This design comes from an exercise in tuning for small area, a short achievable clock period and few clock cycles on the open sky130 flow, not from production work.
In this exercise RTL edits were held to simulation tests only and were not proved equivalent to the original.
Power is estimated from default activity; no workload was simulated.

==> trial 10: inputs <==
==> flow/design.v (excerpt) <==
module cpu_top #(
	parameter int MEM_DEPTH = 256
) (
	input  logic       clk,
	input  logic       rst,
	input  logic       run,
	input  logic       load_we,
	input  logic [7:0] load_addr,
	input  logic [7:0] load_data,
	output logic [7:0] port_out,
	output logic       port_strobe,
	output logic       halted
);
	function automatic logic two_byte(input logic [7:0] op);
		case (op)
			cpu_pkg::OP_LDX, cpu_pkg::OP_LIX, cpu_pkg::OP_STX, cpu_pkg::OP_LDY, cpu_pkg::OP_LIY, cpu_pkg::OP_STY,
			cpu_pkg::OP_LDZ, cpu_pkg::OP_LIZ, cpu_pkg::OP_STZ, cpu_pkg::OP_LDA, cpu_pkg::OP_LIA, cpu_pkg::OP_STA,
			cpu_pkg::OP_ADD, cpu_pkg::OP_ADI, cpu_pkg::OP_SUB, cpu_pkg::OP_SUI, cpu_pkg::OP_CMP, cpu_pkg::OP_CMI,
			cpu_pkg::OP_JMP, cpu_pkg::OP_JZS, cpu_pkg::OP_JZC, cpu_pkg::OP_JCS, cpu_pkg::OP_JCC, cpu_pkg::OP_JSR: two_byte = 1'b1;
			default: two_byte = 1'b0;
		endcase
	endfunction
	function automatic logic flag_writer(input logic [7:0] op);
		case (op)
  ...
clock: 10.0 ns
lec_check: 0
abc_area: 1
cap_margin: 20
core_margin: 2
core_utilization: 55
slew_margin: 20
tns_end_percent: 20
standard.sh (not shown) runs the stock make flow with config.mk's settings and CLKGATE_MAP_FILE= SYNTH_SCRIPT=/design/flow/synth_recipe.tcl, a recipe that flattens the netlist after the stock synthesis.
==> flow/flow/run.sh <==
#!/bin/bash
export SETUP_SLACK_MARGIN=6
bash standard.sh > standard.log 2>&1
==> build 31 (differences from trial 10) <==
- CORE_UTILIZATION: 55 -> 40
==> build 21 (differences from trial 10) <==
--- a/flow/design.v
+++ b/flow/design.v
@@ -75,31 +75,14 @@
 			cpu_pkg::OP_CMP, cpu_pkg::OP_CMI, cpu_pkg::OP_CPX, cpu_pkg::OP_CPY, cpu_pkg::OP_CPZ, cpu_pkg::OP_CLC: flag_writer = 1'b1;
 			default: flag_writer = 1'b0;
 		endcase
 	endfunction
 	function automatic logic is_store(input logic [7:0] op);
 		is_store = (op == cpu_pkg::OP_STX) || (op == cpu_pkg::OP_STY) || (op == cpu_pkg::OP_STZ) || (op == cpu_pkg::OP_STA);
 	endfunction
-	function automatic logic jump_or_read(input logic [7:0] op);
-		case (op)
-			cpu_pkg::OP_LDX, cpu_pkg::OP_LDY, cpu_pkg::OP_LDZ, cpu_pkg::OP_LDA,
-			cpu_pkg::OP_ADD, cpu_pkg::OP_SUB, cpu_pkg::OP_CMP,
-			cpu_pkg::OP_JMP, cpu_pkg::OP_JZS, cpu_pkg::OP_JZC, cpu_pkg::OP_JCS, cpu_pkg::OP_JCC, cpu_pkg::OP_JSR: jump_or_read = 1'b1;
-			default: jump_or_read = 1'b0;
-		endcase
-	endfunction
-	function automatic logic [6:0] even_word(input logic [7:0] a);
-		even_word[0] = a[1] ^ (&a[0:0]);
-		even_word[1] = a[2] ^ (&a[1:0]);
-		even_word[2] = a[3] ^ (&a[2:0]);
-		even_word[3] = a[4] ^ (&a[3:0]);
-		even_word[4] = a[5] ^ (&a[4:0]);
-		even_word[5] = a[6] ^ (&a[5:0]);
-		even_word[6] = a[7] ^ (&a[6:0]);
-	endfunction
 	function automatic logic is_cond(input logic [7:0] op);
 		is_cond = (op == cpu_pkg::OP_JZS) || (op == cpu_pkg::OP_JZC) || (op == cpu_pkg::OP_JCS) || (op == cpu_pkg::OP_JCC);
 	endfunction
 	function automatic logic cond_true(input logic [7:0] op, input logic c, input logic z);
 		case (op)
 			cpu_pkg::OP_JZS:  cond_true = z;
 			cpu_pkg::OP_JZC:  cond_true = !z;
@@ -108,21 +91,21 @@
 			default: cond_true = 1'b0;
 		endcase
 	endfunction
 	logic       started_q, halted_q;
 	logic [7:0] pc_q;		 
 	logic [6:0] ie_q;		 
 	logic [7:0] r_q;		 
-	logic       d_valid, d_fw, d_stale;	 
+	logic       d_valid, d_fw;
 	logic       d_pz, d_pc_, d_ppol;	 
 	logic [7:0] d_op, d_arg, d_pc, d_rold;
 	logic [6:0] d_ie;
 	logic       e_st, e_wx, e_wy, e_wz, e_wa, e_inz, e_dez, e_clz;
 	logic       e_add, e_sub, e_cmp, e_lsl, e_lsr, e_rol, e_ror, e_cla, e_clc;
-	logic       e_out;
+	logic       e_out, e_hlt;
 	logic [7:0] e_arg, e_src;
 	logic [7:0] x_q, y_q, z_q, a_q;
 	logic       c_q, zf_q;
 	logic [7:0] port_q;
 	logic       strobe_q;
 	logic       mem_we;
 	logic [7:0] mem_waddr, mem_wdata;
@@ -185,87 +168,76 @@
 		ld_q <= load_data;
 	end
 	assign mem_we    = lw_q || e_st;
 	assign mem_waddr = lw_q ? la_q : e_arg;
 	assign mem_wdata = lw_q ? ld_q : e_src;
 	logic [7:0] d_data, d_src;
 	logic [6:0] d_arg_ie;
-	logic       d_br_taken, haz_d, e_next, d_hit, d_hit_op, d_hit_arg, d_late;
-	logic [7:0] d_argv;
+	logic       d_br_taken, haz_d, e_next;
 	assign d_data   = (e_st && e_arg == d_arg) ? e_src : dd;	 
 	assign d_arg_ie = d_arg[7:1] + {6'd0, d_arg[0]};
 	assign d_br_taken = (d_pz && (nzf == d_ppol)) || (d_pc_ && (nc == d_ppol));
-	assign d_hit    = e_st && d_valid && (e_arg[0] ? (e_arg[7:1] == d_pc[7:1]) : (e_arg[7:1] == d_ie));
-	assign d_hit_op = d_hit && (e_arg[0] == d_pc[0]);
-	assign d_hit_arg = d_hit && (e_arg[0] != d_pc[0]);
-	assign d_late   = jump_or_read(d_op);
-	assign haz_d    = d_hit_op || ((d_hit_arg || d_stale) && d_late);
-	assign d_argv   = d_hit_arg ? e_src : d_arg;	 
-	assign e_next   = d_valid && !haz_d && !halted_q;
+	assign haz_d    = e_st && d_valid && (e_arg[0] ? (e_arg[7:1] == d_pc[7:1]) : (e_arg[7:1] == d_ie));
+	assign e_next   = d_valid && !haz_d && !halted_q && !e_hlt;
 	always_comb begin
 		case (d_op)
 			cpu_pkg::OP_ADX, cpu_pkg::OP_SUX, cpu_pkg::OP_CPX, cpu_pkg::OP_TXA, cpu_pkg::OP_OTX, cpu_pkg::OP_STX: d_src = nx;
 			cpu_pkg::OP_ADY, cpu_pkg::OP_SUY, cpu_pkg::OP_CPY, cpu_pkg::OP_TYA, cpu_pkg::OP_OTY, cpu_pkg::OP_STY: d_src = ny;
 			cpu_pkg::OP_ADZ, cpu_pkg::OP_SUZ, cpu_pkg::OP_CPZ, cpu_pkg::OP_TZA, cpu_pkg::OP_OTZ, cpu_pkg::OP_STZ: d_src = nz;
 			cpu_pkg::OP_TAX, cpu_pkg::OP_TAY, cpu_pkg::OP_TAZ, cpu_pkg::OP_OTA, cpu_pkg::OP_STA: d_src = na;
 			cpu_pkg::OP_LDX, cpu_pkg::OP_LDY, cpu_pkg::OP_LDZ, cpu_pkg::OP_LDA, cpu_pkg::OP_ADD, cpu_pkg::OP_SUB, cpu_pkg::OP_CMP: d_src = d_data;
 			cpu_pkg::OP_CLO: d_src = 8'd0;
-			default: d_src = d_argv;	 
+			default: d_src = d_arg;	 
 		endcase
 	end
-	logic       go, haz_f, f_hit, f_hit_arg, f_cond, f_taken, f_jump, f_rsr, f_two, f_jsr;
+	logic       go, haz_f, f_cond, f_taken, f_jump, f_rsr, f_two, f_jsr;
 	logic [7:0] op_f, arg_f, pc_p1, pc_p2;
 	logic [6:0] arg_ie, r_ie;
 	assign go     = started_q || run;
 	assign op_f   = pc_q[0] ? fo : fe;
 	assign arg_f  = pc_q[0] ? fe : fo;
 	assign pc_p1  = pc_q + 8'd1;
 	assign pc_p2  = pc_q + 8'd2;
-	assign arg_ie = even_word(arg_f);
+	assign arg_ie = arg_f[7:1] + {6'd0, arg_f[0]};
 	assign r_ie   = r_q[7:1] + {6'd0, r_q[0]};
-	assign f_hit  = mem_we && (mem_waddr[0] ? (mem_waddr[7:1] == pc_q[7:1]) : (mem_waddr[7:1] == ie_q));
-	assign haz_f  = f_hit && (mem_waddr[0] == pc_q[0]);	 
-	assign f_hit_arg = f_hit && (mem_waddr[0] != pc_q[0]);
+	assign haz_f  = mem_we && (mem_waddr[0] ? (mem_waddr[7:1] == pc_q[7:1]) : (mem_waddr[7:1] == ie_q));
 	assign f_cond = is_cond(op_f);
 	assign f_jsr  = (op_f == cpu_pkg::OP_JSR);
 	assign f_rsr  = (op_f == cpu_pkg::OP_RSR);
 	assign f_two  = two_byte(op_f);
 	assign f_taken = f_cond && !d_fw && cond_true(op_f, nc, nzf);
 	assign f_jump = (op_f == cpu_pkg::OP_JMP) || f_jsr || f_taken;
 	always_ff @(posedge clk) begin
 		if (rst) begin
 			started_q <= 1'b0;
 			pc_q      <= 8'd0;
 			ie_q      <= 7'd0;
 			r_q       <= 8'd0;
 			d_valid   <= 1'b0;
-			d_stale   <= 1'b0;
 			d_fw      <= 1'b0;
 			d_pz      <= 1'b0;
 			d_pc_     <= 1'b0;
 		end else begin
 			started_q <= started_q || run;
 			d_pz  <= 1'b0;
 			d_pc_ <= 1'b0;
 			d_fw  <= 1'b0;
-			d_stale <= 1'b0;
 			if (haz_d) begin
 				pc_q    <= d_pc;	 
 				ie_q    <= d_ie;
 				r_q     <= d_rold;
 				d_valid <= 1'b0;
 			end else if (d_br_taken) begin
 				pc_q    <= d_arg;
 				ie_q    <= d_arg_ie;
 				d_valid <= 1'b0;
 			end else if (haz_f || !go) begin
 				d_valid <= 1'b0;
 			end else begin
 				d_valid <= 1'b1;
-				d_stale <= f_hit_arg;
 				d_fw    <= flag_writer(op_f);
 				d_pz    <= d_fw && (op_f == cpu_pkg::OP_JZS || op_f == cpu_pkg::OP_JZC);
 				d_pc_   <= d_fw && (op_f == cpu_pkg::OP_JCS || op_f == cpu_pkg::OP_JCC);
 				if (f_jump) begin
 					pc_q <= arg_f;
 					ie_q <= arg_ie;
 				end else if (f_rsr) begin
@@ -282,27 +254,27 @@
 					r_q <= pc_p2;
 				end
 			end
 		end
 	end
 	always_ff @(posedge clk) begin
 		d_op   <= op_f;	 
-		d_arg  <= f_hit_arg ? mem_wdata : arg_f;
+		d_arg  <= arg_f;
 		d_pc   <= pc_q;
 		d_ie   <= ie_q;
 		d_rold <= r_q;
 		d_ppol <= !op_f[0];	 
-		e_arg <= d_argv;
+		e_arg <= d_arg;
 		e_src <= d_src;
 	end
 	always_ff @(posedge clk) begin
 		if (rst) begin
 			{e_st, e_wx, e_wy, e_wz, e_wa, e_inz, e_dez, e_clz} <= '0;
 			{e_add, e_sub, e_cmp, e_lsl, e_lsr, e_rol, e_ror, e_cla, e_clc} <= '0;
-			e_out <= 1'b0;
+			{e_out, e_hlt} <= '0;
 		end else begin
 			e_st  <= e_next && is_store(d_op);
 			e_wx  <= e_next && (d_op == cpu_pkg::OP_LDX || d_op == cpu_pkg::OP_LIX || d_op == cpu_pkg::OP_TAX);
 			e_wy  <= e_next && (d_op == cpu_pkg::OP_LDY || d_op == cpu_pkg::OP_LIY || d_op == cpu_pkg::OP_TAY);
 			e_wz  <= e_next && (d_op == cpu_pkg::OP_LDZ || d_op == cpu_pkg::OP_LIZ || d_op == cpu_pkg::OP_TAZ);
 			e_wa  <= e_next && (d_op == cpu_pkg::OP_LDA || d_op == cpu_pkg::OP_LIA || d_op == cpu_pkg::OP_TXA ||
 			                    d_op == cpu_pkg::OP_TYA || d_op == cpu_pkg::OP_TZA);
@@ -319,14 +291,15 @@
 			e_lsr <= e_next && (d_op == cpu_pkg::OP_LSR);
 			e_rol <= e_next && (d_op == cpu_pkg::OP_ROL);
 			e_ror <= e_next && (d_op == cpu_pkg::OP_ROR);
 			e_cla <= e_next && (d_op == cpu_pkg::OP_CLA);
 			e_clc <= e_next && (d_op == cpu_pkg::OP_CLC);
 			e_out <= e_next && (d_op == cpu_pkg::OP_CLO || d_op == cpu_pkg::OP_OTX || d_op == cpu_pkg::OP_OTY ||
 			                    d_op == cpu_pkg::OP_OTZ || d_op == cpu_pkg::OP_OTA);
+			e_hlt <= e_next && (d_op == cpu_pkg::OP_HLT);
 		end
 	end
 	always_ff @(posedge clk) begin
 		if (rst) begin
 			x_q      <= 8'd0;
 			y_q      <= 8'd0;
 			z_q      <= 8'd0;
@@ -341,14 +314,14 @@
 			y_q      <= ny;
 			z_q      <= nz;
 			a_q      <= na;
 			c_q      <= nc;
 			zf_q     <= nzf;
 			strobe_q <= e_out;
 			if (e_out) port_q <= e_src;
-			if (e_next && d_op == cpu_pkg::OP_HLT) halted_q <= 1'b1;	 
+			if (e_hlt) halted_q <= 1'b1;
 		end
 	end
 	assign port_out    = port_q;
 	assign port_strobe = strobe_q;
 	assign halted      = halted_q;
 endmodule
==> flow/run.sh (new file) <==
#!/bin/bash
# synth_recipe.tcl (not shown) runs the flow's synth.tcl, then flattens the netlist and writes it again
# the make line also repeats each setting of config.mk as NAME=value (left out here)
make -C /OpenROAD-flow-scripts/flow DESIGN_CONFIG=/design/flow/config.mk WORK_HOME=/design/flow/orfs CLKGATE_MAP_FILE= SYNTH_SCRIPT=/design/flow/synth_recipe.tcl finish
- ABC_AREA: 1 -> default
- CORE_UTILIZATION: 55 -> 40
- TNS_END_PERCENT: 20 -> default
removed: flow/flow/run.sh
removed: flow/standard.sh
==> run summary <==
Result of the run: trial 10 complete, no violations; build 31 complete, no violations; build 21 complete, no violations
Clock Network Area Fraction: trial 10 0.0587; build 31 0.0594; build 21 0.0621
Synth Net Count: trial 10 12,227; build 31 12,227; build 21 5,881
Synthesized-area fraction occupied by adder cells: trial 10 0.00300; build 31 0.00300; build 21 0.00303
Pin count of the biggest net entering global routing: trial 10 202; build 31 188; build 21 162
Endpoint with the worst hold slack: trial 10 d_pc[4]$_DFF_P_; build 31 d_pc[5]$_DFF_P_; build 21 d_rold[7]$_DFF_P_
Proportion of netlist area held by the largest area contributor: trial 10 0.557; build 31 0.557; build 21 0.583
Final #Nets: trial 10 12,018; build 31 11,999; build 21 5,832
Proportion of power drawn by combinational gates: trial 10 0.540; build 31 0.534; build 21 0.410
Wire length the detailed router placed on met1: trial 10 165 mm; build 31 172 mm; build 21 133 mm
Share of power burned in the clock network: trial 10 0.195; build 31 0.201; build 21 0.244
Average size of a mapped cell: trial 10 9.10 um^2; build 31 9.10 um^2; build 21 18.1 um^2
Fraction of standard cell area that is sequential: trial 10 0.512; build 31 0.507; build 21 0.555
Drt pass-1 iters: trial 10 9; build 31 12; build 21 8
Routed wire length: trial 10 475 mm; build 31 485 mm; build 21 334 mm
Testbench counts of trial 10, summed over its fixed seeds: cycles 29,414.
Testbench counts of build 31, summed over its fixed seeds: cycles 29,414.
Testbench counts of build 21, summed over its fixed seeds: cycles 29,957.

-- re-timing with driven ports --
How much do the figures lean on ideal ports? The routed layouts below were timed once more, with nothing changed but the port constraints.
Step 1, drivers: a clkbuf_16 drives clk and a buf_2 each remaining input, both assumed.
Step 2 times the ports against the registers' clock, not the clock port: input delays grow and output delays shrink by t, the midpoint of the rising clock arrivals with the driver on.
a / b / c = no drivers / after step 1 / after step 2; a / b = the first two.
| run | t (ns) | slack for setup (ns) | worst setup path at the end | clock arrival spread, ns |
|---|---|---|---|---|
| trial 10 | 0.993 | 5.519 / 5.519 / 5.519 | register to register | 0.045 / 0.044 |
| build 31 | 1.021 | 5.642 / 5.642 / 5.642 | register to register | 0.080 / 0.080 |
| build 21 | 0.968 | 3.277 / 3.277 / 3.277 | register to register | 0.031 / 0.031 |
After both steps every run listed still meets setup and hold.
